Background: an optimization exercise with open tools, aiming at small area, a short achievable clock period and few clock cycles per item. Do not read the settings as production practice.
The RTL was checked by simulation tests, not by an equivalence proof against the original design.
Power figures rest on the tool's default switching activity, not on a simulated workload.

**flow/flow/run.sh**
```bash
#!/bin/bash
# Standard ORFS layout, with the port buffers made from the smallest buffer cell
# and timing repair aiming 6.3 ns below the clock period.
set -euo pipefail
export BUFFER_PORTS_ARGS="-buffer_cell sky130_fd_sc_hd__buf_1"
export SETUP_SLACK_MARGIN=6.3
bash standard.sh > flow.log 2>&1
```
**flow/standard.sh**
```bash
#!/bin/bash
# synth_recipe.tcl (not shown) runs the flow's synth.tcl, then flattens the netlist and writes it again
# the make line also repeats each setting of config.mk as NAME=value (left out here)
make -C /OpenROAD-flow-scripts/flow DESIGN_CONFIG=/design/flow/config.mk WORK_HOME=/design/flow/orfs CLKGATE_MAP_FILE= SYNTH_SCRIPT=/design/flow/synth_recipe.tcl "${@:-finish}"
```
**flow/config.mk**
```make
export PLATFORM = sky130hd
export DESIGN_NAME = gobang_move_sequencer
export DESIGN_NICKNAME = gobang_move_sequencer
export VERILOG_FILES = /design/flow/design.v
export SDC_FILE = /design/flow/constraint.sdc
export NUM_CORES = 4
export LEC_CHECK = 0
export CAP_MARGIN = 30
export CORE_MARGIN = 2
export CORE_UTILIZATION = 35
export PLACE_DENSITY = 0.5
export SLEW_MARGIN = 30
```
**flow/constraint.sdc**
```tcl
create_clock -name core_clock -period 12.0 [get_ports {clk}]
set_input_delay 2.4000 -clock core_clock [delete_from_list [all_inputs] [get_ports {clk}]]
set_output_delay 2.4000 -clock core_clock [all_outputs]
set_load 0.01 [all_outputs]
```
**flow/design.v**
```verilog
module gobang_move_sequencer #(
   parameter int BOARD_N = 15,
   parameter int WIN_LEN = 5
) (
   input  logic                         clk,
   input  logic                         rst_n,
   input  logic                         new_game,
   input  logic                         move_valid,
   output logic                         move_ready,
   input  logic [3:0]                   move_row,
   input  logic [3:0]                   move_col,
   output logic                         result_valid,
   output logic [1:0]                   result_code,
   output logic                         winner,
   output logic                         turn,
   output logic                         game_over,
   output logic [7:0]                   move_count,
   output logic [BOARD_N*BOARD_N-1:0]   board_black,
   output logic [BOARD_N*BOARD_N-1:0]   board_white
);
   localparam int N     = BOARD_N;
   localparam int CELLS = N * N;
   localparam int W     = WIN_LEN;
   localparam int ND    = 2 * N - 1;      
   logic             result_valid_q;
   logic [1:0]       result_code_q;
   logic             winner_q;
   logic             turn_q;
   logic             over_q;
   logic [7:0]       count_q;
   logic [CELLS-1:0] black_q;
   logic [CELLS-1:0] white_q;
   logic [N-1:0]  rsel, csel;         
   logic [ND-1:0] dsel;               
   logic [ND-1:0] asel;               
   logic [3:0] rh, rl, ch, cl;
   logic [6:0] dh, dl;                
   logic [6:0] sh, sl;                
   always_comb begin
      for (int a = 0; a < 4; a++) begin
         rh[a] = (move_row[3:2] == 2'(a));
         rl[a] = (move_row[1:0] == 2'(a));
         ch[a] = (move_col[3:2] == 2'(a));
         cl[a] = (move_col[1:0] == 2'(a));
      end
      for (int i = 0; i < N; i++) begin
         rsel[i] = rh[i / 4] & rl[i % 4];
         csel[i] = ch[i / 4] & cl[i % 4];
      end
      dh = '0; dl = '0; sh = '0; sl = '0;
      for (int a = 0; a < 4; a++)
         for (int b = 0; b < 4; b++) begin
            dh[b - a + 3] = dh[b - a + 3] | (rh[a] & ch[b]);
            dl[b - a + 3] = dl[b - a + 3] | (rl[a] & cl[b]);
            sh[a + b]     = sh[a + b]     | (rh[a] & ch[b]);
            sl[a + b]     = sl[a + b]     | (rl[a] & cl[b]);
         end
      dsel = '0;
      asel = '0;
      for (int x = 0; x < 7; x++)
         for (int y = 0; y < 7; y++) begin
            if (4*x + y - 15 + N - 1 >= 0 && 4*x + y - 15 + N - 1 < ND)
               dsel[4*x + y - 15 + N - 1] = dsel[4*x + y - 15 + N - 1] | (dh[x] & dl[y]);
            if (4*x + y < ND)
               asel[4*x + y] = asel[4*x + y] | (sh[x] & sl[y]);
         end
   end
   logic [N-1:0] row_b, row_w;
   logic         occ, legal;
   always_comb begin
      row_b = '0;
      row_w = '0;
      for (int i = 0; i < N; i++)
         for (int j = 0; j < N; j++) begin
            row_b[j] = row_b[j] | (rsel[i] & black_q[i*N + j]);
            row_w[j] = row_w[j] | (rsel[i] & white_q[i*N + j]);
         end
      occ   = |(csel & (row_b | row_w));
      legal = (|rsel) && (|csel) && !occ;
   end
   logic [CELLS-1:0] mine;
   logic [N-1:0]     line_h, line_v, line_d, line_a;
   logic [N-1:0]     new_h, new_v, new_d, new_a;
   logic             win_h, win_v, win_d, win_a, win;
   always_comb begin
      mine   = turn_q ? white_q : black_q;
      line_h = turn_q ? row_w : row_b;
      line_v = '0;
      line_d = '0;
      line_a = '0;
      for (int i = 0; i < N; i++)
         for (int j = 0; j < N; j++) begin
            line_v[i] = line_v[i] | (csel[j] & mine[i*N + j]);
            if (j - i >= -(N - W) && j - i <= N - W)
               line_d[i] = line_d[i] | (dsel[j - i + N - 1] & mine[i*N + j]);
            if (i + j >= W - 1 && i + j <= 2*N - 1 - W)
               line_a[i] = line_a[i] | (asel[i + j] & mine[i*N + j]);
         end
      new_h = line_h | csel;
      new_v = line_v | rsel;
      new_d = line_d | rsel;
      new_a = line_a | rsel;
      win_h = 1'b0;
      win_v = 1'b0;
      win_d = 1'b0;
      win_a = 1'b0;
      for (int k = 0; k + W <= N; k++) begin
         win_h = win_h | (&new_h[k +: W]);
         win_v = win_v | (&new_v[k +: W]);
         win_d = win_d | (&new_d[k +: W]);
         win_a = win_a | (&new_a[k +: W]);
      end
      win = win_h | win_v | win_d | win_a;
   end
   logic take, place;
   logic [N-1:0] cb, cw;              
   assign move_ready = !over_q;
   assign take       = move_valid && !over_q && !new_game;
   assign place      = take && legal;
   assign cb         = csel & {N{take && !turn_q}};
   assign cw         = csel & {N{take &&  turn_q}};
   always_ff @(posedge clk or negedge rst_n) begin
      if (!rst_n) begin
         result_valid_q <= 1'b0;
         result_code_q  <= 2'd0;
         winner_q       <= 1'b0;
         turn_q         <= 1'b0;
         over_q         <= 1'b0;
         count_q        <= 8'd0;
      end else if (new_game) begin
         result_valid_q <= 1'b0;
         result_code_q  <= 2'd0;
         winner_q       <= 1'b0;
         turn_q         <= 1'b0;
         over_q         <= 1'b0;
         count_q        <= 8'd0;
      end else begin
         result_valid_q <= take;
         if (take) begin
            if (!legal) begin
               result_code_q <= 2'd3;
            end else begin
               count_q <= count_q + 8'd1;
               if (win) begin
                  result_code_q <= 2'd1;
                  winner_q      <= turn_q;
                  over_q        <= 1'b1;
               end else if (count_q == 8'(CELLS - 1)) begin
                  result_code_q <= 2'd2;
                  over_q        <= 1'b1;
               end else begin
                  result_code_q <= 2'd0;
                  turn_q        <= !turn_q;
               end
            end
         end
      end
   end
   always_ff @(posedge clk or negedge rst_n) begin
      if (!rst_n) begin
         black_q <= '0;
         white_q <= '0;
      end else begin
         for (int i = 0; i < N; i++)
            for (int j = 0; j < N; j++) begin
               black_q[i*N + j] <= (black_q[i*N + j] || (rsel[i] && cb[j])) && !white_q[i*N + j] && !new_game;
               white_q[i*N + j] <= (white_q[i*N + j] || (rsel[i] && cw[j])) && !black_q[i*N + j] && !new_game;
            end
      end
   end
   assign result_valid = result_valid_q;
   assign result_code  = result_code_q;
   assign winner       = winner_q;
   assign turn         = turn_q;
   assign game_over    = over_q;
   assign move_count   = count_q;
   assign board_black  = black_q;
   assign board_white  = white_q;
endmodule
```
==> results of run 1 <==
[sequential cells by signal (all words and copies together), names as in the netlist]
| register | count |
|---|---|
| black_q | 225 |
| white_q | 225 |
| count_q | 8 |
| result_code_q | 2 |
| over_q | 1 |
| result_valid_q | 1 |
| turn_q | 1 |
| winner_q | 1 |
[layout make-up]
class	instances	area, sq um	share of cell area
repair buffers	670	3860	0.107
clock inverters	18	219	0.00607
clock buffers	72	1480	0.0409
inverters	21	78.8	0.00218
flip-flops and latches	464	11600	0.322
well taps	1144	1430	0.0396
diodes	20	50.0	0.00139
multi-input cells	2524	17400	0.481
[cells in the mapped netlist, drive strengths merged (13+ instances only)]
| library cell | number | area (sq um) |
|---|---|---|
| a22oi | 70 | 658 |
| o22ai | 242 | 1520 |
| a21oi | 507 | 2540 |
| nor4 | 50 | 362 |
| o32ai | 19 | 166 |
| nand3 | 42 | 273 |
| mux2i | 265 | 2650 |
| mux2 | 42 | 477 |
| buf | 143 | 983 |
| inv | 20 | 75.1 |
| a211oi | 14 | 110 |
| or3 | 17 | 111 |
| a32oi | 26 | 228 |
| nand2 | 93 | 357 |
| dfrtp | 464 | 11600 |
| o22a | 14 | 123 |
| nor2 | 168 | 636 |
| o221ai | 32 | 287 |
| clkbuf | 175 | 658 |
| a221oi | 28 | 270 |
| nand2b | 17 | 106 |
| o21ai | 57 | 289 |
| nand4b | 13 | 148 |
| nor2b | 21 | 131 |
| o211ai | 13 | 103 |
| a22o | 23 | 201 |
| and3 | 13 | 86.3 |
| nor3 | 498 | 2510 |
[stage by stage]
stage / utilization / instances / hold slack (ns)
after floorplan: - / 3325 / 0.517
after global placement: 0.385 / 4733 / 0.529
after detailed placement: 0.387 / 4743 / 0.530
after CTS: 0.417 / 4891 / 0.514
after global routing: 0.425 / 4916 / 0.558
final: 0.425 / 4933 / 0.516
[worst max path at each step]
stage               cells after the start  slack [ns]  endpoint
finish                                 14        6.19    turn_q
floorplan                              15        6.71  winner_q
global route                           17        6.22    turn_q
detailed placement                     16        4.37    turn_q
CTS                                    13        6.31  winner_q
global placement                       16        4.54    turn_q
[power groups by stage]
stage	clock network [W]	logic (W)	registers, W
global route	0.00169	0.000547	0.00158
detailed placement	0	0.000468	0.00161
finish	0.00164	0.000556	0.00158
floorplan	0	0.000272	0.00160
CTS	0.00164	0.000499	0.00158
global placement	0	0.000470	0.00161
[worst max-delay path, stage by stage]
cell	delay, ns
clkbuf_4	0.17
clkbuf_8	0.39
nor4bb_4	0.12
buf_4	0.30
a221oi_2	0.58
o211ai_1	0.24
o21ai_0	0.43
a21oi_1	0.18
o211ai_1	0.27
a21oi_1	0.17
nor4_4	0.40
nand2_1	0.11
or3_1	0.35
a21oi_1	0.15
[timing repair]
item	4_1_cts	5_1_grt
buffers inserted	56	14
gates resized for setup	65	71
pin swaps	24	16
endpoints found under the setup margin	13	13
gates cloned	2	3
[cell families (layout without fill, tap and decap cells)]
| kind of cell | count (synthesis) | count (layout) | share of synthesized area |
|---|---|---|---|
| compound gates | 1150 | 1151 | 0.250 |
| simple gates | 1048 | 1048 | 0.191 |
| flops | 464 | 464 | 0.389 |
| buf+inv | 339 | 781 | 0.0576 |
| mux | 309 | 309 | 0.106 |
| xor+xnor | 13 | 14 | 0.00620 |
| fa+ha+maj | 2 | 2 | 0.000837 |
| other cells | 0 | 20 | 0 |
[layer usage]
layer  vias to the layer above  wire (microns)  global-route usage
li1                      13820               -                   -
met1                     19050           91900               0.692
met2                      4115           98200               0.750
met3                      1221           40500               0.289
met4                        34           26700               0.449
met5                         -             648              0.0283
==> out/metrics.cfg, run 1 <==
[place]
gp_congestion = 1.22
hpwl_microns = 187000
placed_cell_area_sq_mm = 0.0328
post-place-ws_ns = 4.37
portBuffers = 476

[synth]
synth_edf_count = 0
synth_cells = 3325
synth_area_sq_mm = 0.0299
ys_types = 111
syn_nets = 3339
avgSynthCellArea_sq_um = 8.99
yosysSeqAreaShare = 0.389
ys_warn_count = 1
ys.flop_type = dfrtp_1
ys_seq_elements = 464
async_flop_share = 1.00

[grt]
grt_max_degree = 207
antenna_found_initial = 35
grtUsageTotal = 0.570
grt_pass1_vias = 34036
grt_pass1_wl_microns = 333000
grt_overflow_total = 0

[power]
seqPwrFrac = 0.418
swShare = 0.307
fin_total_pwr_w = 0.00378
power_density_mw_per_mm2 = 105
intPower_w = 0.00262
switchingPower_w = 0.00116
p_clk_frac = 0.435
cellLeakagePower_nw = 13.5
irDropWorstVdd_uv = 129
share_comb_of_total_power = 0.147

[sta]
rsz0062_at_grt = yes
setup_viol = 0
worstMarginPinSlew_ns = 1.18
setup_ws_ns = 6.19
timing.setup.tns_ns = 0
finalHoldViolations = 0
skew_ns = 0.0429
finalCritPeriodShare = 0.484
fmaxAchievable_mhz = 172
drv_slew = 0
finalCriticalPeriod_ns = 5.81
max_slew_margin = 0.188

[cells_and_area]
area_growth_pct = 20.8
mostFrequentLayoutCell = a21oi_1
final_cell_mix = 507 x a21oi_1, 491 x nor3_1, 467 x buf_1, 463 x dfrtp_1, 253 x mux2i_1
fin_area_sq_mm = 0.0361
drive_gt1_frac = 0.142
nNetsFinal = 3747
fill_cells = 8641

[worst_setup_path]
r2r_slack_ns = 6.34
start_kind = input pin
endpoint_kind = register
r2r-start = turn_q
worstReg2RegEnd = turn_q
worst_r2r_path_depth = 14
cp.required_ns = 12.61
critical_path_class = in -> reg
startpoint = move_row[1]
arrival_ns = 6.42
worst-path-max-fanout = 34

[outcome]
outcome = complete, no violations

[routing]
viasPerCell = 7.75
ant_nets = 0
dr.pass1.iters = 10
wl_per_cell_microns = 52.3
num_vias = 38240
drt_iter0_markers = 7235
wl_microns = 258000
drc = 0

[clock_network]
clkTransAtPathRegs_ns = 0.06
clk_latency_ns = 0.71
clock-sinks = 464
cts_hold_buf = 0
cts_tree = yes
h-tree-depth = 2
numCtsBuffers = 52
cts_root_buffer = clkbuf_16
ctsLongestPathBuffers = 3

[floorplanning]
core_area_sq_mm = 0.0849
io_pins = 477
start_util = 0.352
dieWidth_microns = 296
dieArea_sq_mm = 0.0877
chipHeight_microns = 296
rows = 107

[flow_run]
maxCapViolations = 0

[worst_hold_path]
hold_depth = 1
hold_class = reg -> reg
hold_start = black_q[11]
min_to = white_q[11]

Testbench counts, summed over its fixed seeds: cycles 5,179, moves 5,091.
==> run 2, diff against run 1 <==
==> flow/flow/run.sh (replaced) <==
#!/bin/bash
# Standard ORFS layout, with the port buffers made from the smallest buffer cell
# and timing repair aiming 7.6 ns below the clock period.
set -euo pipefail
export BUFFER_PORTS_ARGS="-buffer_cell sky130_fd_sc_hd__buf_1"
export SETUP_SLACK_MARGIN=7.6
bash standard.sh > flow.log 2>&1
--- a/flow/config.mk
+++ b/flow/config.mk
@@ -5,6 +5,7 @@
 export SDC_FILE = /design/flow/constraint.sdc
 export NUM_CORES = 4
 export LEC_CHECK = 0
+export ABC_AREA = 1
 export CAP_MARGIN = 30
 export CORE_MARGIN = 2
 export CORE_UTILIZATION = 35
==> run 2 against run 1 <==
Compared with the run above: largest cell class unchanged; clock skew is 0.0047 ns lower; synthesized cell count is 58% higher; maximum frequency is 19% higher; power is 1.9% higher; wire length is 2.6% higher.
==> out/metrics.cfg, run 2 <==
[sta]
fmaxAchievable_mhz = 205  ; +19%
rsz0062_at_grt = yes
finalCritPeriodShare = 0.407  ; -0.0771
timing.setup.tns_ns = 0  ; unchanged
skew_ns = 0.0382  ; -0.00470 ns
finalHoldViolations = 0  ; unchanged
setup_viol = 0  ; unchanged
drv_slew = 0  ; unchanged
worstMarginPinSlew_ns = 1.21  ; +0.0273 ns
max_slew_margin = 0.184  ; -0.00418
finalCriticalPeriod_ns = 4.89  ; -0.925 ns

[worst_setup_path]
endpoint_kind = register
arrival_ns = 5.43  ; -0.99 ns
start_kind = input pin
worst_path_largest_cell_delay_ns = 0.83  ; +0.25 ns
cp.required_ns = 12.55  ; -0.06 ns
r2r_slack_ns = 7.35  ; +1.01 ns
crit_top_cell = buf_12
cp_cell_sequence = buf_12 > clkinvlp_4 > nor2_4 > buf_12 > nand2_8 > buf_12 > o211ai_1 > nor2_2 > nand2_2 > nor3_2 > o21ai_1 > nor3_2 > nand2_2 > nor2_4 > buf_12 > nand2_8 > nand2_8 > nand2_4 > nand2_1 > nand2_1 > nand2_1
critPathBufInv = 5  ; +2
worst-path-max-fanout = 7  ; -79%
crit_slowest_cell = o211ai_1
r2r-start = turn_q
worstReg2RegEnd = winner_q
critical_path_class = in -> reg
worst_r2r_path_depth = 20  ; +6
crit_family = simple AND/OR/NAND/NOR gates

[floorplanning]
dieWidth_microns = 304  ; +2.7%
start_util = 0.352  ; about the same
chipHeight_microns = 304  ; +2.7%
dieArea_sq_mm = 0.0925  ; +5.5%
io_pins = 477  ; unchanged
rows = 110  ; +2.8%
core_area_sq_mm = 0.0896  ; +5.6%

[synth]
synth.top_cells.by_count = 1870 x nand2_1, 923 x nor2_1, 734 x o21ai_0
syn_nets = 5253  ; +57%
synth.top_cells.by_area = dfrtp_1 37%, nand2_1 22%, o21ai_0 12%
yosysSeqAreaShare = 0.368  ; -0.0204
synth_edf_count = 0  ; unchanged
ys.flop_type = dfrtp_1
async_flop_share = 1.00  ; unchanged
ys_seq_elements = 464  ; unchanged
ys_types = 39  ; -65%
synth_top_area_share = 0.368  ; -0.0204
synth_cells = 5239  ; +58%
ys_warn_count = 1  ; unchanged
synth_area_sq_mm = 0.0315  ; +5.5%
synth_top_cell_by_area = dfrtp_1
synth_most_common_cell = nand2_1
avgSynthCellArea_sq_um = 6.02  ; -33%

[cells_and_area]
largest_registers = black_q (225), white_q (225), count_q (8)
drive_gt1_frac = 0.136  ; -0.00670
fin_area_sq_mm = 0.0415  ; +15%
nNetsFinal = 5810  ; +55%
fin_util = 0.464  ; +0.0383
mostFrequentLayoutCell = nand2_1
area_growth_pct = 31.7
final_cell_mix = 1681 x nand2_1, 834 x nor2_1, 698 x o21ai_0, 466 x buf_1, 463 x dfrtp_1

[clock_network]
clock-sinks = 464  ; unchanged
numCtsBuffers = 55  ; +5.8%
clkTransAtPathRegs_ns = 0.07  ; about the same
h-tree-depth = 2  ; unchanged
clk_latency_ns = 0.69  ; -0.02 ns
cts_root_buffer = clkbuf_16
cts_hold_buf = 0  ; unchanged
ctsLongestPathBuffers = 3  ; unchanged
cts_tree = yes

[worst_hold_path]
hold_class = reg -> reg
min_to = white_q[133]
hold_depth = 1  ; unchanged
hold_start = black_q[133]

[grt]
antenna_found_initial = 46  ; +31%
grtUsageTotal = 0.546  ; -0.0242
grt_max_degree = 175  ; -15%
grt_pass1_vias = 38761  ; +14%
grt_overflow_total = 0  ; unchanged
grt_pass1_wl_microns = 345000  ; +3.5%

[place]
placed_cell_area_sq_mm = 0.0347  ; +5.7%
portBuffers = 476  ; unchanged
hpwl_microns = 183000  ; -2.1%
gp_congestion = 1.21  ; -0.84%

[power]
power_density_mw_per_mm2 = 92.6  ; -11%
cellLeakagePower_nw = 20.0  ; +48%
irDropWorstVdd_uv = 100  ; -22%

[routing]
num_vias = 44214  ; +16%
dr.pass1.iters = 8  ; -2
drt_iter0_markers = 7717  ; +6.7%
viasPerCell = 6.28  ; -19%
wl_microns = 265000  ; +2.6%
wl_per_cell_microns = 37.6  ; -28%
drc = 0  ; unchanged
ant_nets = 0  ; unchanged

[outcome]
outcome = complete, no violations

[flow_run]
maxCapViolations = 0  ; unchanged

## run 2: cell types whose count changed in the layout (fill, tap and decap cells not counted), moves of 253 or more
cell,before,now
nand2_1,88,1681
o21ai_0,52,698
nor3_1,491,34
inv_1,20,419
a21oi_1,507,54
mux2i_1,253,0
nor2_1,125,834
## run 2: worst max-delay path by stage
stage / startpoint / end / slack [ns] / cells past startpoint
floorplan: move_row[2] / turn_q / 7.60 / 24
global placement: move_row[2] / turn_q / 5.01 / 21
detailed placement: move_row[3] / turn_q / 5.09 / 26
CTS: move_row[2] / turn_q / 7.32 / 23
global route: move_col[3] / turn_q / 7.17 / 25
finish: move_row[3] / over_q / 7.11 / 21
## run 2: stage by stage
| stage | cells | worst slack [ns] | total power, W | hold WS (ns) |
|---|---|---|---|---|
| after floorplan | 5239 | 7.60 | 0.00179 | 0.481 |
| after global placement | 6712 | 5.01 | 0.00198 | 0.433 |
| after detailed placement | 6715 | 5.09 | 0.00199 | 0.436 |
| after CTS | 6950 | 7.32 | 0.00376 | 0.444 |
| after global routing | 7016 | 7.17 | 0.00389 | 0.465 |
| final | 7044 | 7.11 | 0.00385 | 0.447 |
## run 2: power breakdown
part | internal, W | switching [W]
sequential | 0.00157 | 0.0000123
combinational | 0.000131 | 0.000428
clock | 0.000944 | 0.000765
total | 0.00264 | 0.00121
## run 2: kinds of logic (layout without fill, tap and decap cells)
| family | count (synthesis) | in the layout | synth area share |
|---|---|---|---|
| DFF | 464 | 464 | 0.368 |
| buffers and inverters | 720 | 1309 | 0.0884 |
| and+or+nand+nor | 3154 | 3163 | 0.394 |
| other | 0 | 31 | 0 |
| AOI/OAI and AO/OA | 895 | 895 | 0.148 |
| adders and majority gates | 2 | 2 | 0.000793 |
| xor gates and xnor gates | 4 | 4 | 0.00111 |
## run 2: repair_timing
action / in CTS / in global routing
cloned: 26 / 8
resized for setup: 493 / 234
setup buffers: 111 / 54
endpoints found under the setup margin: 443 / 83
pin swaps: 83 / 100
## run 2: area by class of cell
cell class	count	area, sq um
flip-flops and latches	464	11600
multi-input cells	4064	19500
repair buffers	766	5400
diodes	31	77.6
clock inverters	19	151
well taps	1176	1470
inverters	445	1740
clock buffers	79	1600
fillers	9772	48100
## run 2: worst register-to-register path: cells and delay by family (launching register included)
family | cells | cell delay (ns)
AND/OR/NAND/NOR | 14 | 1.73
buffers and inverters | 5 | 1.41
flip-flops | 1 | 0.85
AO/OA/AOI/OAI | 1 | 0.57
## run 2: metal layers
metal	share of wire	routed length [microns]	track usage	vias to the layer above
li1	-	-	-	17745
met1	0.37	96900	0.691	21234
met2	0.38	101000	0.726	4065
met3	0.15	39800	0.224	1146
met4	0.10	26600	0.432	24
met5	0.0012	317	0.000517	-
==> run 3, diff against run 2 <==
==> flow/flow/run.sh (replaced) <==
#!/bin/bash
# Standard ORFS layout, with the port buffers made from the smallest buffer cell
# and timing repair aiming 7 ns below the clock period.
set -euo pipefail
export BUFFER_PORTS_ARGS="-buffer_cell sky130_fd_sc_hd__buf_1"
export SETUP_SLACK_MARGIN=7
bash standard.sh > flow.log 2>&1
--- a/flow/config.mk
+++ b/flow/config.mk
@@ -8,6 +8,6 @@
 export ABC_AREA = 1
 export CAP_MARGIN = 30
 export CORE_MARGIN = 2
-export CORE_UTILIZATION = 35
-export PLACE_DENSITY = 0.5
+export CORE_UTILIZATION = 40
+export PLACE_DENSITY = 0.55
 export SLEW_MARGIN = 30
==> run 3 against run 2 <==
Compared with the run above: global-route usage increased by 2.6 points; critical endpoint is now count_q[3]; highest routed layer unchanged; power down 3.0%; sequential share of layout area increased by 2.3 points; wire length fell by 8.3%; largest cell class unchanged; cell count shrank 3.9%; setup slack lost 0.22 ns; count of clock-buffer cells in the layout down 5; maximum frequency shrank 4.3%; die area shrank 12%; clock skew down 0.0083 ns; clock power is essentially flat.
==> out/metrics.cfg, run 3 <==
[outcome]
outcome = complete, no violations

[cells_and_area]
fin_area_sq_mm = 0.0384  ; -7.6%
mostFrequentLayoutCell = nand2_1
fill_cells = 8280  ; -15%
final_cell_mix = 1753 x nand2_1, 865 x nor2_1, 715 x o21ai_0, 466 x buf_1, 463 x dfrtp_1
drive_gt1_frac = 0.0844  ; -0.0511
nNetsFinal = 5662  ; -2.5%
largest_registers = black_q (225), white_q (225), count_q (8)
fin_util = 0.494  ; +0.0300
area_growth_pct = 21.6

[floorplanning]
core_area_sq_mm = 0.0777  ; -13%
start_util = 0.406  ; +0.0538
dieArea_sq_mm = 0.0811  ; -12%
chipHeight_microns = 285  ; -6.4%
dieWidth_microns = 285  ; -6.4%
io_pins = 477  ; unchanged
rows = 102  ; -7.3%

[grt]
grt_pass1_wl_microns = 319000  ; -7.6%
grt_max_degree = 190  ; +8.6%
grt_pass1_vias = 37658  ; -2.8%
grt_overflow_total = 0  ; unchanged
grtUsageTotal = 0.572  ; +0.0257
antenna_found_initial = 37  ; -20%

[synth]
synth_area_sq_mm = 0.0315  ; unchanged
ys_types = 39  ; unchanged
ys_warn_count = 1  ; unchanged
synth_top_cell_by_area = dfrtp_1
async_flop_share = 1.00  ; unchanged
syn_nets = 5253  ; unchanged
synth.top_cells.by_count = 1870 x nand2_1, 923 x nor2_1, 734 x o21ai_0
synth.top_cells.by_area = dfrtp_1 37%, nand2_1 22%, o21ai_0 12%
synth_edf_count = 0  ; unchanged
ys_seq_elements = 464  ; unchanged
synth_top_area_share = 0.368  ; unchanged
synth_most_common_cell = nand2_1
ys.flop_type = dfrtp_1
synth_cells = 5239  ; unchanged
yosysSeqAreaShare = 0.368  ; unchanged
avgSynthCellArea_sq_um = 6.02  ; unchanged

[clock_network]
ctsLongestPathBuffers = 3  ; unchanged
cts_tree = yes
cts_root_buffer = clkbuf_16
h-tree-depth = 2  ; unchanged
clkTransAtPathRegs_ns = 0.06  ; about the same
numCtsBuffers = 52  ; -5.5%
cts_hold_buf = 0  ; unchanged
clock-sinks = 464  ; unchanged
clk_latency_ns = 0.66  ; -0.03 ns

[worst_setup_path]
start_kind = input pin
arrival_ns = 5.67  ; +0.24 ns
worstReg2RegEnd = winner_q
r2r-start = turn_q
critical_path_class = in -> reg
cp.required_ns = 12.57  ; +0.02 ns
worst-path-max-fanout = 21  ; +14
worst_r2r_path_depth = 18  ; -10%
r2r_slack_ns = 7.15  ; -0.20 ns
endpoint_kind = register

[sta]
setup_ws_ns = 6.89  ; -0.219 ns
fmaxAchievable_mhz = 196  ; -4.3%
whs_ns = 0.445  ; -0.00176 ns
rsz0062_at_grt = yes
max_slew_margin = 0.106  ; -0.0779
drv_slew = 0  ; unchanged
worstMarginPinSlew_ns = 1.33  ; +0.116 ns
finalHoldViolations = 0  ; unchanged
finalCriticalPeriod_ns = 5.11  ; +0.219 ns
timing.setup.tns_ns = 0  ; unchanged
skew_ns = 0.0299  ; -0.00831 ns
finalCritPeriodShare = 0.426  ; +0.0182
setup_viol = 0  ; unchanged

[worst_hold_path]
min_to = white_q[61]
hold_depth = 1  ; unchanged
hold_start = black_q[61]
hold_class = reg -> reg

[routing]
viasPerCell = 6.42  ; +2.3%
num_vias = 43460  ; -1.7%
wl_microns = 243000  ; -8.3%
drt_iter0_markers = 8292  ; +7.5%
ant_nets = 0  ; unchanged
wl_per_cell_microns = 35.9  ; -4.5%
drc = 0  ; unchanged
dr.pass1.iters = 13  ; +5

[place]
placed_cell_area_sq_mm = 0.0345  ; -0.77%
gp_congestion = 1.22  ; +1.4%
hpwl_microns = 173000  ; -5.6%
portBuffers = 476  ; unchanged
post-place-ws_ns = 5.12  ; +0.0277 ns

[flow_run]
maxCapViolations = 0  ; unchanged

[power]
irDropWorstVdd_uv = 125  ; +25%
cellLeakagePower_nw = 18.1  ; -9.3%
power_density_mw_per_mm2 = 97.3  ; +5.0%

-- run 3: cell counts after synthesis --
No cell type changed its count.
-- run 3: how the worst max path moves through the flow --
stage	end	cells after the start	startpoint
finish	count_q[3]	22	move_row[0]
global route	winner_q	20	move_col[0]
CTS	count_q[3]	20	move_row[3]
detailed placement	count_q[3]	21	move_row[0]
global placement	count_q[3]	20	move_row[0]
floorplan	turn_q	22	move_col[3]
-- run 3: logic make-up (layout without fill, tap and decap cells) --
group / Yosys count / count (layout) / synth area share
adders and majority gates: 2 / 2 / 0.000793
buffers and inverters: 720 / 1167 / 0.0884
AOI/OAI and AO/OA: 895 / 895 / 0.148
other: 0 / 38 / 0
xor gates and xnor gates: 4 / 4 / 0.00111
and+or+nand+nor: 3154 / 3156 / 0.394
DFF: 464 / 464 / 0.368
-- run 3: worst max-delay path, cell delays in order --
cell,delay [ns]
buf_2,0.14
inv_1,0.12
nor2_1,0.06
buf_4,0.23
nand2_1,0.14
buf_12,0.19
buf_16,0.22
o21ai_1,0.15
nor2_2,0.32
nand2_2,0.19
nor3_1,0.26
o21ai_0,0.10
nor3_1,0.13
nand2_1,0.13
nor2_4,0.13
buf_12,0.14
nand2_4,0.10
nand2_8,0.12
nand2_1,0.09
nand2_1,0.08
nand2_1,0.05
nor2_1,0.11
-- run 3: layout make-up --
cell class | instances | area (sq um) | share of cell area
antenna | 38 | 95.1 | 0.00248
clock buffer | 74 | 1510 | 0.0393
clock inverter | 20 | 224 | 0.00584
inverter | 445 | 1720 | 0.0448
multi-input combinational | 4057 | 18400 | 0.478
sequential | 464 | 11600 | 0.303
tap | 1040 | 1300 | 0.0339
timing repair buffer | 627 | 3540 | 0.0924
timing repair inverter | 1 | 5.00 | 0.000130
-- run 3: what timing repair did --
item	4_1_cts	5_1_grt
gates cloned	2	6
endpoints found under the setup margin	70	26
pin swaps	10	38
buffers inserted	15	32
gates resized for setup	158	222
-- run 3: through the flow --
stage	total power, W	cells
final	0.00373	6766
after global routing	0.00377	6732
after CTS	0.00364	6687
after detailed placement	0.00198	6576
after global placement	0.00198	6575
after floorplan	0.00178	5239
-- run 3: layer usage --
metal	share of wire	vias up	track usage
met5	0.0015	-	0.0320
met4	0.10	26	0.450
met3	0.17	1193	0.308
met2	0.38	4414	0.753
met1	0.34	20380	0.682
li1	-	17447	-
-- run 3: report_power, final --
part           internal (W)  switching [W]  leakage (nW)  total [W]
Sequential          0.00157      0.0000121          6.48    0.00158
Clock              0.000957       0.000722         0.858    0.00168
Combinational     0.0000838       0.000389          10.8   0.000473
==> run 4, diff against run 3 <==
--- a/flow/design.v
+++ b/flow/design.v
@@ -117,8 +117,8 @@
    assign move_ready = !over_q;
    assign take       = move_valid && !over_q && !new_game;
    assign place      = take && legal;
-   assign cb         = csel & {N{take && !turn_q}};
-   assign cw         = csel & {N{take &&  turn_q}};
+   assign cb         = csel & {N{place && !turn_q}};
+   assign cw         = csel & {N{place &&  turn_q}};
    always_ff @(posedge clk or negedge rst_n) begin
       if (!rst_n) begin
          result_valid_q <= 1'b0;
@@ -163,8 +163,8 @@
       end else begin
          for (int i = 0; i < N; i++)
             for (int j = 0; j < N; j++) begin
-               black_q[i*N + j] <= (black_q[i*N + j] || (rsel[i] && cb[j])) && !white_q[i*N + j] && !new_game;
-               white_q[i*N + j] <= (white_q[i*N + j] || (rsel[i] && cw[j])) && !black_q[i*N + j] && !new_game;
+               black_q[i*N + j] <= (black_q[i*N + j] && !new_game) || (rsel[i] && cb[j]);
+               white_q[i*N + j] <= (white_q[i*N + j] && !new_game) || (rsel[i] && cw[j]);
             end
       end
    end
--- a/flow/config.mk
+++ b/flow/config.mk
@@ -8,6 +8,6 @@
 export ABC_AREA = 1
 export CAP_MARGIN = 30
 export CORE_MARGIN = 2
-export CORE_UTILIZATION = 40
-export PLACE_DENSITY = 0.55
+export CORE_UTILIZATION = 35
+export PLACE_DENSITY = 0.5
 export SLEW_MARGIN = 30
==> run 4 against run 3 <==
Compared with the run above: area after synthesis fell by 8.3%; via count fell by 7.4%; largest power group unchanged; die area rose by 4.8%; final area rose by 0.42%; combinational power rose by 17%; register-to-register slack improved by 0.26 ns; highest routed layer unchanged; still clean on timing, DRC and antenna; utilization fell by 2.4 points; non-clock buffer count rose by 110; cell count fell by 9.7%; maximum frequency fell by 1.9%.
==> out/metrics.cfg, run 4 <==
[worst_setup_path]
endpoint_kind = register
worst-path-max-fanout = 8  ; -62%
crit_family = simple AND/OR/NAND/NOR gates
critPathBufInv = 6  ; unchanged
start_kind = input pin
critical_path_class = in -> reg
startpoint = move_row[3]
worst_path_largest_cell_delay_ns = 0.41  ; +0.09 ns
crit_slowest_cell = nand4_1
cp.required_ns = 12.54  ; -0.03 ns
r2r-start = turn_q
arrival_ns = 5.75  ; +0.08 ns
crit_top_cell = nor2_4
cp_cell_sequence = buf_12 > clkinv_8 > nor2_4 > buf_6 > nand2_8 > buf_16 > o21ai_1 > nor2_1 > nand4_1 > nor2_1 > nand2_1 > nand2_1 > nand2_2 > nor2_4 > nand2_2 > nor2_4 > nand2_4 > nor2_4 > buf_12 > buf_16 > nand2_8 > o22ai_1

[routing]
num_vias = 40240  ; -7.4%
drt_iter0_markers = 7720  ; -6.9%
wl_microns = 248000  ; +2.4%
wl_per_cell_microns = 40.7  ; +13%
ant_nets = 0  ; unchanged
wl_met3_microns = 41000  ; -2.7%
wl_met1_microns = 91100  ; +9.4%
dr.max_layer_used = met5
drc = 0  ; unchanged
dr.pass1.iters = 8  ; -5
route.met2.wl_microns = 93500  ; +0.99%
viasPerCell = 6.59  ; +2.5%

[sta]
whs_ns = 0.530  ; +0.0849 ns
timing.setup.tns_ns = 0  ; unchanged
rsz0062_at_grt = yes
finalHoldViolations = 0  ; unchanged
setup_viol = 0  ; unchanged
worstMarginPinSlew_ns = 1.21  ; -0.117 ns
finalCritPeriodShare = 0.434  ; +0.00808
fmaxAchievable_mhz = 192  ; -1.9%
max_slew_margin = 0.185  ; +0.0791
drv_slew = 0  ; unchanged
finalCriticalPeriod_ns = 5.20  ; +0.0969 ns
skew_ns = 0.0401  ; +0.0102 ns

[place]
placedCellCount = 5817  ; -12%
hpwl_microns = 171000  ; -0.93%
portBuffers = 476  ; unchanged
placed_cell_area_sq_mm = 0.0319  ; -7.5%
gp_congestion = 1.08  ; -12%

[outcome]
outcome = complete, no violations

[clock_network]
ctsLongestPathBuffers = 3  ; unchanged
cts_tree = yes
clk_latency_ns = 0.66  ; about the same
cts_root_buffer = clkbuf_16
clkTransAtPathRegs_ns = 0.07  ; about the same
numCtsBuffers = 54  ; +3.8%
h-tree-depth = 2  ; unchanged
cts_hold_buf = 0  ; unchanged
clock-sinks = 464  ; unchanged

[synth]
synth_top_area_share = 0.401  ; +0.0332
synth.top_cells.by_count = 1649 x nand2_1, 464 x dfrtp_1, 430 x inv_1
syn_nets = 4462  ; -15%
ys_types = 38  ; -2.6%
synth_most_common_cell = nand2_1
synth_cells = 4448  ; -15%
synth.top_cells.by_area = dfrtp_1 40%, nand2_1 21%, o22ai_1 8.2%
ys_warn_count = 1  ; unchanged
synth_area_sq_mm = 0.0289  ; -8.3%
ys_seq_elements = 464  ; unchanged
yosysSeqAreaShare = 0.401  ; +0.0332
synth_edf_count = 0  ; unchanged
synth_top_cell_by_area = dfrtp_1
avgSynthCellArea_sq_um = 6.50  ; +8.0%
async_flop_share = 1.00  ; unchanged
ys.flop_type = dfrtp_1

[cells_and_area]
fin_area_sq_mm = 0.0385  ; +0.42%
drive_gt1_frac = 0.134  ; +0.0494
final_cell_mix = 1534 x nand2_1, 466 x buf_1, 463 x dfrtp_1, 425 x inv_1, 347 x o22ai_1
fill_cells = 8772  ; +5.9%
mostFrequentLayoutCell = nand2_1
area_growth_pct = 33.2
instances_no_fill = 6109  ; -9.7%
nNetsFinal = 5002  ; -12%
largest_registers = black_q (225), white_q (225), count_q (8)

[grt]
antenna_found_initial = 12  ; -68%
grt_pass1_vias = 35592  ; -5.5%
grt_max_degree = 184  ; -3.2%
grt_pass1_wl_microns = 317000  ; -0.40%
grt_overflow_total = 0  ; unchanged
grtUsageTotal = 0.551  ; -0.0209

[power]
cellLeakagePower_nw = 17.1  ; -5.6%
irDropWorstVdd_uv = 120  ; -4.5%
power_density_mw_per_mm2 = 102  ; +4.9%

[floorplanning]
core_area_sq_mm = 0.0820  ; +5.5%
chipHeight_microns = 292  ; +2.4%
rows = 105  ; +2.9%
start_util = 0.353  ; -0.0529
dieWidth_microns = 292  ; +2.4%
io_pins = 477  ; unchanged
dieArea_sq_mm = 0.0850  ; +4.8%

[worst_hold_path]
hold_start = winner_q
hold_class = reg -> reg

[flow_run]
maxCapViolations = 0  ; unchanged

run 4: cell count changes after synthesis, moves of 17 or more:
cell	delta
o22ai_1	+316
nand2_1	-221
clkbuf_1	+50
nor3_1	-25
nor2_1	-515
buf_1	-38
a21oi_1	-20
buf_2	-17
o21ai_0	-374
o21ai_1	+74
nand3_1	-43
run 4: cells by family after synthesis:
group,Yosys count,share of synthesized area
flip-flops,464,0.401
XOR/XNOR,1,0.000303
buffers and inverters,711,0.0942
adder cells (fa/ha/maj),2,0.000865
AO/OA/AOI/OAI,907,0.178
AND/OR/NAND/NOR,2363,0.325
run 4: worst min-delay path: stages, from the launching register on:
cell and delay, ns:
dfrtp_1 0.36, nand3_1 0.08, nand2_1 0.06
run 4: timing repair:
action | 4_1_cts | 5_1_grt
gates resized for setup | 406 | 225
cloned | 33 | 12
buffers inserted | 43 | 96
pin swaps | 36 | 73
endpoints found under the setup margin | 463 | 461
run 4: report_power, final:
part           switching (W)  total (W)  internal (W)  leakage [nW]
Sequential         0.0000103    0.00158       0.00157          6.48
Clock               0.000790    0.00180       0.00101         0.925
Combinational       0.000430   0.000555      0.000125          9.71
Total                0.00123    0.00393       0.00270          17.1
run 4: metrics by stage:
stage | worst slack [ns] | util | power [W]
global placement | 4.38 | 0.388 | 0.00199
floorplan | 7.20 | - | 0.00178
detailed placement | 4.36 | 0.389 | 0.00199
finish | 6.80 | 0.470 | 0.00393
CTS | 6.95 | 0.447 | 0.00382
global route | 6.88 | 0.470 | 0.00396
run 4: metal layers:
metal	track usage	vias up
li1	-	15652
met1	0.709	19440
met2	0.735	4009
met3	0.252	1118
met4	0.355	21
met5	0.00851	-
run 4: area by class of cell:
cell class | count | area, sq um | area share
flip-flops and latches | 464 | 11600 | 0.301
repair buffers | 737 | 5240 | 0.136
clock buffers | 75 | 1570 | 0.0408
inverters | 443 | 1720 | 0.0448
clock inverters | 24 | 298 | 0.00773
well taps | 1070 | 1340 | 0.0347
multi-input cells | 3288 | 16700 | 0.434
diodes | 8 | 20.0 | 0.000520
run 4: worst paths after layout:
path                            slack, ns  cells after the start           end
worst max register to register       7.41                     22      winner_q
worst min register to register       0.53                      2      winner_q
worst max-delay path                 6.80                     22  black_q[217]
worst min-delay path                 0.53                      2      winner_q
max in group asynchronous            7.82                      3        turn_q
min in group asynchronous            1.88                      1   white_q[56]
Testbench counts of run 4, summed over its fixed seeds: cycles 5,179, moves 5,091.
==> run 5, diff against run 4 <==
--- a/flow/design.v
+++ b/flow/design.v
@@ -117,8 +117,8 @@
    assign move_ready = !over_q;
    assign take       = move_valid && !over_q && !new_game;
    assign place      = take && legal;
-   assign cb         = csel & {N{place && !turn_q}};
-   assign cw         = csel & {N{place &&  turn_q}};
+   assign cb         = csel & {N{take && !turn_q}};
+   assign cw         = csel & {N{take &&  turn_q}};
    always_ff @(posedge clk or negedge rst_n) begin
       if (!rst_n) begin
          result_valid_q <= 1'b0;
@@ -163,8 +163,8 @@
       end else begin
          for (int i = 0; i < N; i++)
             for (int j = 0; j < N; j++) begin
-               black_q[i*N + j] <= (black_q[i*N + j] && !new_game) || (rsel[i] && cb[j]);
-               white_q[i*N + j] <= (white_q[i*N + j] && !new_game) || (rsel[i] && cw[j]);
+               black_q[i*N + j] <= (black_q[i*N + j] && !new_game) || (rsel[i] && cb[j] && !white_q[i*N + j]);
+               white_q[i*N + j] <= (white_q[i*N + j] && !new_game) || (rsel[i] && cw[j] && !black_q[i*N + j]);
             end
       end
    end
==> flow/flow/run.sh (replaced) <==
#!/bin/bash
# Standard ORFS layout, with the port buffers made from the smallest buffer cell
# and timing repair aiming 7.3 ns below the clock period.
set -euo pipefail
export BUFFER_PORTS_ARGS="-buffer_cell sky130_fd_sc_hd__buf_1"
export SETUP_SLACK_MARGIN=7.3
bash standard.sh > flow.log 2>&1
--- a/flow/config.mk
+++ b/flow/config.mk
@@ -8,6 +8,6 @@
 export ABC_AREA = 1
 export CAP_MARGIN = 30
 export CORE_MARGIN = 2
-export CORE_UTILIZATION = 35
-export PLACE_DENSITY = 0.5
+export CORE_UTILIZATION = 40
+export PLACE_DENSITY = 0.55
 export SLEW_MARGIN = 30
==> run 5 against run 4 <==
Compared with the run above: flip-flop and latch count unchanged; sequential share of layout area down 0.41 points; highest routed layer unchanged; via count up 4.8%; largest power group unchanged; synthesized cell count down 1.8%; register-to-register slack worse by 0.08 ns.
==> out/metrics.cfg, run 5 <==
[outcome]
outcome = complete, no violations

[synth]
synth.top_cells.by_area = dfrtp_1 39%, nand2_1 19%, o32ai_1 10%
ys_warn_count = 1  ; unchanged
synth_top_cell_by_area = dfrtp_1
yosysSeqAreaShare = 0.387  ; -0.0145
async_flop_share = 1.00  ; unchanged
synth_most_common_cell = nand2_1
syn_nets = 4380  ; -1.8%
synth_top_area_share = 0.387  ; -0.0145
ys.flop_type = dfrtp_1
ys_types = 41  ; +7.9%
synth_area_sq_mm = 0.0300  ; +3.8%
synth.top_cells.by_count = 1483 x nand2_1, 491 x inv_1, 464 x dfrtp_1
synth_cells = 4366  ; -1.8%
ys_seq_elements = 464  ; unchanged
synth_edf_count = 0  ; unchanged
avgSynthCellArea_sq_um = 6.88  ; +5.7%

[floorplanning]
start_util = 0.404  ; +0.0510
rows = 100  ; -4.8%
chipHeight_microns = 278  ; -4.7%
dieArea_sq_mm = 0.0772  ; -9.1%
dieWidth_microns = 278  ; -4.7%
io_pins = 477  ; unchanged
core_area_sq_mm = 0.0743  ; -9.3%

[power]
cellLeakagePower_nw = 16.7  ; -2.5%
seqPwrFrac = 0.401  ; about the same
swShare = 0.307  ; -0.00634
p_clk_frac = 0.460  ; +0.003
switchingPower_w = 0.00121  ; -1.5%
power_density_mw_per_mm2 = 101  ; -0.83%
irDropWorstVdd_uv = 116  ; -2.9%
share_comb_of_total_power = 0.139  ; -0.002
intPower_w = 0.00274  ; +1.5%

[place]
portBuffers = 476  ; unchanged
gp_congestion = 1.17  ; +8.2%
hpwl_microns = 166000  ; -3.3%

[cells_and_area]
final_cell_mix = 1353 x nand2_1, 475 x inv_1, 466 x buf_1, 463 x dfrtp_1, 349 x o32ai_1
largest_registers = black_q (225), white_q (225), count_q (8)
mostFrequentLayoutCell = nand2_1
nNetsFinal = 4908  ; -1.9%
area_growth_pct = 30.1
drive_gt1_frac = 0.134  ; +0.000373

[worst_setup_path]
r2r-start = turn_q
worst_r2r_path_depth = 19  ; -14%
start_kind = input pin
r2r_slack_ns = 7.33  ; -0.08 ns
worstReg2RegEnd = over_q
startpoint = move_row[3]
setup.worst_path.end = over_q
critical_path_class = in -> reg
cp_cell_sequence = buf_4 > nor2_4 > buf_12 > buf_12 > nand2_8 > buf_12 > nor2_1 > nor2_2 > nand2_2 > o21ai_0 > nand3_1 > nand2_2 > inv_1 > nand2_1 > nand2_1 > nand3_2 > nand2_2 > nor2_4 > nand3_4 > nand2_1 > nand2_1 > nand2_1 > nand2_1
worst_path_largest_cell_delay_ns = 0.53  ; +0.12 ns
cp.required_ns = 12.55  ; about the same
arrival_ns = 5.52  ; -0.23 ns
worst-path-max-fanout = 8  ; unchanged
endpoint_kind = register
crit_top_cell = nand2_1
crit_slowest_cell = nor2_2

[routing]
wl_per_cell_microns = 41.0  ; +0.75%
num_vias = 42174  ; +4.8%
drc = 0  ; unchanged
viasPerCell = 7.12  ; +8.1%
dr.pass1.iters = 12  ; +4
ant_nets = 0  ; unchanged
wl_microns = 243000  ; -2.3%
drt_iter0_markers = 8693  ; +13%

[worst_hold_path]
hold_class = reg -> reg

[grt]
grt_overflow_total = 0  ; unchanged
antenna_found_initial = 18  ; +6
grt_max_degree = 172  ; -6.5%
grt_pass1_wl_microns = 312000  ; -1.7%
grtUsageTotal = 0.586  ; +0.0350
grt_pass1_vias = 36612  ; +2.9%

[sta]
finalCriticalPeriod_ns = 4.97  ; -0.233 ns
fmaxAchievable_mhz = 201  ; +4.7%
finalHoldViolations = 0  ; unchanged
whs_ns = 0.483  ; -0.0472 ns
max_slew_margin = 0.154  ; -0.0309
setup_viol = 0  ; unchanged
rsz0062_at_grt = yes
worstMarginPinSlew_ns = 1.26  ; +0.0459 ns
finalCritPeriodShare = 0.414  ; -0.0194
drv_slew = 0  ; unchanged
timing.setup.tns_ns = 0  ; unchanged
skew_ns = 0.0329  ; -0.00728 ns

[clock_network]
clkTransAtPathRegs_ns = 0.06  ; about the same
h-tree-depth = 2  ; unchanged
cts_tree = yes
numCtsBuffers = 53  ; -1.9%
cts_root_buffer = clkbuf_16
clock-sinks = 464  ; unchanged
clk_latency_ns = 0.69  ; +0.03 ns
ctsLongestPathBuffers = 3  ; unchanged
cts_hold_buf = 0  ; unchanged

[flow_run]
maxCapViolations = 0  ; unchanged

==> run 5: cell types whose count changed after synthesis, moves of 61 or more <==
cell / delta
nand2_1: -166
o21ai_0: -79
o32ai_1: +349
o31ai_1: +103
o22ai_1: -273
o21ai_1: -65
inv_1: +61
==> run 5: cells by family after synthesis <==
kind of cell | count (synthesis) | synth area share
and+or+nand+nor | 2189 | 0.293
AOI/OAI and AO/OA | 944 | 0.219
adders and majority gates | 2 | 0.000834
DFF | 464 | 0.387
buffers and inverters | 765 | 0.0998
xor gates and xnor gates | 2 | 0.000584
==> run 5: how the worst min path moves through the flow <==
stage,from,to,slack (ns),depth (start not counted)
finish,black_q[3],white_q[3],0.48,1
global route,black_q[91],white_q[91],0.51,1
CTS,black_q[3],white_q[3],0.49,1
detailed placement,black_q[145],white_q[145],0.48,1
global placement,white_q[139],black_q[139],0.47,1
floorplan,winner_q,winner_q,0.50,2
==> run 5: repair_timing <==
action                                  CTS  global route
resized for setup                       280           253
setup buffers                            56            64
endpoints found under the setup margin  101           136
cloned                                   17            25
pin swaps                                25            58
hold endpoints to repair                  0             0
==> run 5: power groups by stage <==
| stage | registers [W] | logic (W) | clock network, W |
|---|---|---|---|
| 2_1_floorplan | 0.00160 | 0.000199 | 0 |
| 3_3_place_gp | 0.00161 | 0.000378 | 0 |
| 3_5_place_dp | 0.00161 | 0.000381 | 0 |
| 4_1_cts | 0.00158 | 0.000441 | 0.00179 |
| 5_1_grt | 0.00158 | 0.000539 | 0.00186 |
| 6_report | 0.00158 | 0.000551 | 0.00182 |
==> run 5: worst max-delay path, delay by kind of cell <==
| kind | cells | cell delay (ns) |
|---|---|---|
| compound gates | 1 | 0.20 |
| simple gates | 17 | 2.14 |
| buf+inv | 5 | 0.71 |
==> run 5: area by class of cell <==
type                       count  area (sq um)
tap                          969          1210
timing repair buffer         739          5310
inverter                     497          1920
clock inverter                17           264
fill                        7540         35300
antenna                       19          47.5
sequential                   464         11600
multi-input combinational   3139         17100
clock buffer                  79          1620
==> run 5: metal layers <==
layer,track usage,wire (microns),vias to the layer above
met5,0.0169,417,-
met1,0.696,81900,20059
met4,0.464,27600,21
li1,-,-,15896
met3,0.327,44000,1519
met2,0.767,88800,4679
==> run 5: through the flow <==
stage,power (W),worst slack [ns],instances,util,area [sq um]
after floorplan,0.00180,7.56,4366,-,30000
after global placement,0.00199,5.29,5643,0.441,32800
final,0.00395,7.03,5923,0.526,39100
after global routing,0.00398,7.04,5904,0.525,39000
after detailed placement,0.00199,5.30,5645,0.442,32800
after CTS,0.00382,7.27,5814,0.496,36800
Testbench counts of run 5, summed over its fixed seeds: cycles 5,179, moves 5,091.

==> port drivers added, routing unchanged <==
No port has a modelled driver above. Below, the same layouts with a new extraction and two added sets of constraints.
Step 1 sets driving cells, clkbuf_16 on the clock port and buf_2 on the other inputs (assumed; they add their load-dependent delay and slew).
Step 2 also shifts input and output timing later by t, the mid clock arrival at the registers, as if the neighbouring blocks saw the same clock.
Slacks: ideal / step 1 / step 2; pairs: ideal / step 1.
run	t (ns)	setup slack, ns	hold WS [ns]	slew at the worst register clock pin (ns)	worst slew at a driven data input, ns
run 1	0.760	6.188 / 6.242 / 5.482	0.516 / 0.516 / 0.516	0.07 / 0.07	0.06
run 2	0.755	7.113 / 7.061 / 6.306	0.447 / 0.447 / 0.447	0.08 / 0.08	0.13
run 3	0.722	6.894 / 6.918 / 6.196	0.445 / 0.445 / 0.445	0.07 / 0.07	0.07
run 4	0.721	6.797 / 6.620 / 5.899	0.530 / 0.530 / 0.530	0.08 / 0.08	0.28
run 5	0.746	7.030 / 7.075 / 6.330	0.483 / 0.483 / 0.483	0.07 / 0.07	0.05
After both steps every run listed still meets setup and hold. The setup slack of run 4, which loses most, moves by -0.177 ns with the drivers and by -0.898 ns with both steps.
